This design comes from an exercise in tuning for small area on the open sky130 flow, not from production work.
Only simulation tests tie the RTL to the original design; equivalence was not proved.
Power and IR drop assume default switching activity.

== alpha ==
## complex_block_correlator_power_top
module complex_block_correlator_power_top #(
    parameter int SAMPLE_BITS = cbcp_pkg::SAMPLE_BITS_DEF
) (
    input  logic                                i_clk,
    input  logic                                i_rst_n,
    input  logic                                i_in_valid,
    output logic                                o_in_stall,
    input  logic signed [SAMPLE_BITS-1:0]       i_sample_real,
    input  logic signed [SAMPLE_BITS-1:0]       i_sample_imag,
    input  logic                                i_end_of_stream,
    output logic                                o_out_valid,
    input  logic                                i_out_stall,
    output logic [cbcp_pkg::BANK_BITS-1:0]      o_filter_index,
    output logic [cbcp_pkg::POWER_BITS-1:0]     o_block_power,
    output logic                                o_last_result
);
Settings: LEC_CHECK=0, CAP_MARGIN=20, CORE_MARGIN=2, CORE_UTILIZATION=60, CTS_BUF_LIST=sky130_fd_sc_hd__clkbuf_4 sky130_fd_sc_hd__clkbuf_8, SLEW_MARGIN=20, SYNTH_HIERARCHICAL=1, SYNTH_MINIMUM_KEEP_SIZE=0; clock period 10.0 ns.
run.sh (not shown) runs the stock make flow with config.mk's settings and CLKGATE_MAP_FILE= SYNTH_SCRIPT=/design/flow/synth_recipe.tcl, a recipe that flattens the netlist after the stock synthesis.
Looking at the reports, alpha completed the entire flow and the layout it produced met the timing, design-rule and antenna checks.
Edits applied to the flow inputs when going from alpha to beta:
--- a/flow/config.mk
+++ b/flow/config.mk
@@ -10,3 +10,5 @@
 export CORE_UTILIZATION = 60
-export CTS_BUF_LIST = sky130_fd_sc_hd__clkbuf_4 sky130_fd_sc_hd__clkbuf_8
+export CTS_BUF_LIST = sky130_fd_sc_hd__clkbuf_16
+export CTS_CLUSTER_DIAMETER = 150
+export CTS_CLUSTER_SIZE = 30
 export SLEW_MARGIN = 20
==> comparison <==
beta completed; timing, DRC and antenna clean
Delta (beta minus alpha): core utilization of the finished layout down 2.1 points; worst hold slack rose by 0.013 ns; cell area shows a reduction of 1100 sq um; total via count in the routed design saw a decrease.
Inputs modified between beta and gamma:
--- a/flow/config.mk
+++ b/flow/config.mk
@@ -10,5 +10,5 @@
 export CORE_UTILIZATION = 60
-export CTS_BUF_LIST = sky130_fd_sc_hd__clkbuf_16
-export CTS_CLUSTER_DIAMETER = 150
-export CTS_CLUSTER_SIZE = 30
+export CTS_BUF_LIST = sky130_fd_sc_hd__clkbuf_8 sky130_fd_sc_hd__clkbuf_16
+export CTS_CLUSTER_DIAMETER = 120
+export CTS_CLUSTER_SIZE = 25
 export SLEW_MARGIN = 20
==> notes.md <==
- Taking beta as the reference, in gamma setup slack went down 0.011 ns; power per unit of standard cell area went up 1.8 nW/um^2; share of the clock period used by the worst path after layout held; clock edge transition at the registers on the reported setup and hold paths held.
- | internal power of the cells | gamma vs beta | about 1.4% higher |
- Clock-buffer cell count sits higher in gamma than in beta.
- Reported for gamma and beta, average size of a mapped cell turned out identical to the last digit.
- In terms of routed via count, gamma and beta differ only marginally.
- Met1 track utilization from global routing: gamma vs beta down 0.38 points
- Global-route usage: gamma vs beta, no meaningful difference
The inputs of delta differ from those of gamma as listed below.
==> flow/flow/run.sh (new file) <==
#!/bin/bash
set -e
export BUFFER_PORTS_ARGS="-buffer_cell sky130_fd_sc_hd__buf_1"
export CTS_ARGS="-sink_clustering_enable -repair_clock_nets -dont_use_dummy_load -sink_clustering_size 30 -sink_clustering_max_diameter 120 -buf_list {sky130_fd_sc_hd__clkbuf_8 sky130_fd_sc_hd__clkbuf_16}"
bash standard.sh > standard.log 2>&1
==> flow/standard.sh (new file) <==
#!/bin/bash
# synth_recipe.tcl (not shown) runs the flow's synth.tcl, then flattens the netlist and writes it again
# the make line also repeats each setting of config.mk as NAME=value (left out here)
make -C /OpenROAD-flow-scripts/flow DESIGN_CONFIG=/design/flow/config.mk WORK_HOME=/design/flow/orfs CLKGATE_MAP_FILE= SYNTH_SCRIPT=/design/flow/synth_recipe.tcl "${@:-finish}"
--- a/flow/config.mk
+++ b/flow/config.mk
@@ -9,6 +9,6 @@
 export CORE_MARGIN = 2
-export CORE_UTILIZATION = 60
+export CORE_UTILIZATION = 80
 export CTS_BUF_LIST = sky130_fd_sc_hd__clkbuf_8 sky130_fd_sc_hd__clkbuf_16
 export CTS_CLUSTER_DIAMETER = 120
-export CTS_CLUSTER_SIZE = 25
+export CTS_CLUSTER_SIZE = 30
 export SLEW_MARGIN = 20
removed: flow/run.sh
==> notes.md <==
Compared with gamma, delta is hungrier on power. Setup slack: higher on gamma. Summary of delta over gamma: total power density per cell area saw an increase; met1 track utilization from global routing saw an increase. delta: done, clean on timing, DRC and antenna.

==> static timing again, ports no longer ideal <==
In the flow no input, the clock included, has a driving cell. The finished layouts below were timed again as built, in two steps.
Step 1: set_driving_cell puts a clkbuf_16 on i_clk and a buf_2 on each other input, an assumption about the parent block.
Step 2 adds t to the input delays and takes it off the output delays; t is the mean of the earliest and latest rising clock arrival at the registers after step 1. Input paths then give back, and output paths get back, about the clock's delay inside the block.
Slacks: no drivers / after step 1 / after step 2; pairs: no drivers / after step 1.
| run | shift t [ns] | slack for setup (ns) | worst hold slack (ns) | worst slew at a driven data input, ns | pins driven straight from the clock port |
|---|---|---|---|---|---|
| alpha | 0.705 | 0.505 / 0.505 / 0.505 | 0.424 / 0.424 / 0.424 | 0.04 | 1 |
| beta | 0.632 | 0.534 / 0.534 / 0.534 | 0.437 / 0.437 / 0.437 | 0.04 | 1 |
| gamma | 0.653 | 0.523 / 0.523 / 0.523 | 0.435 / 0.435 / 0.435 | 0.04 | 1 |
| delta | 0.613 | 0.338 / 0.338 / 0.338 | 0.480 / 0.480 / 0.480 | 0.04 | 1 |
After both steps every run listed still meets setup and hold.
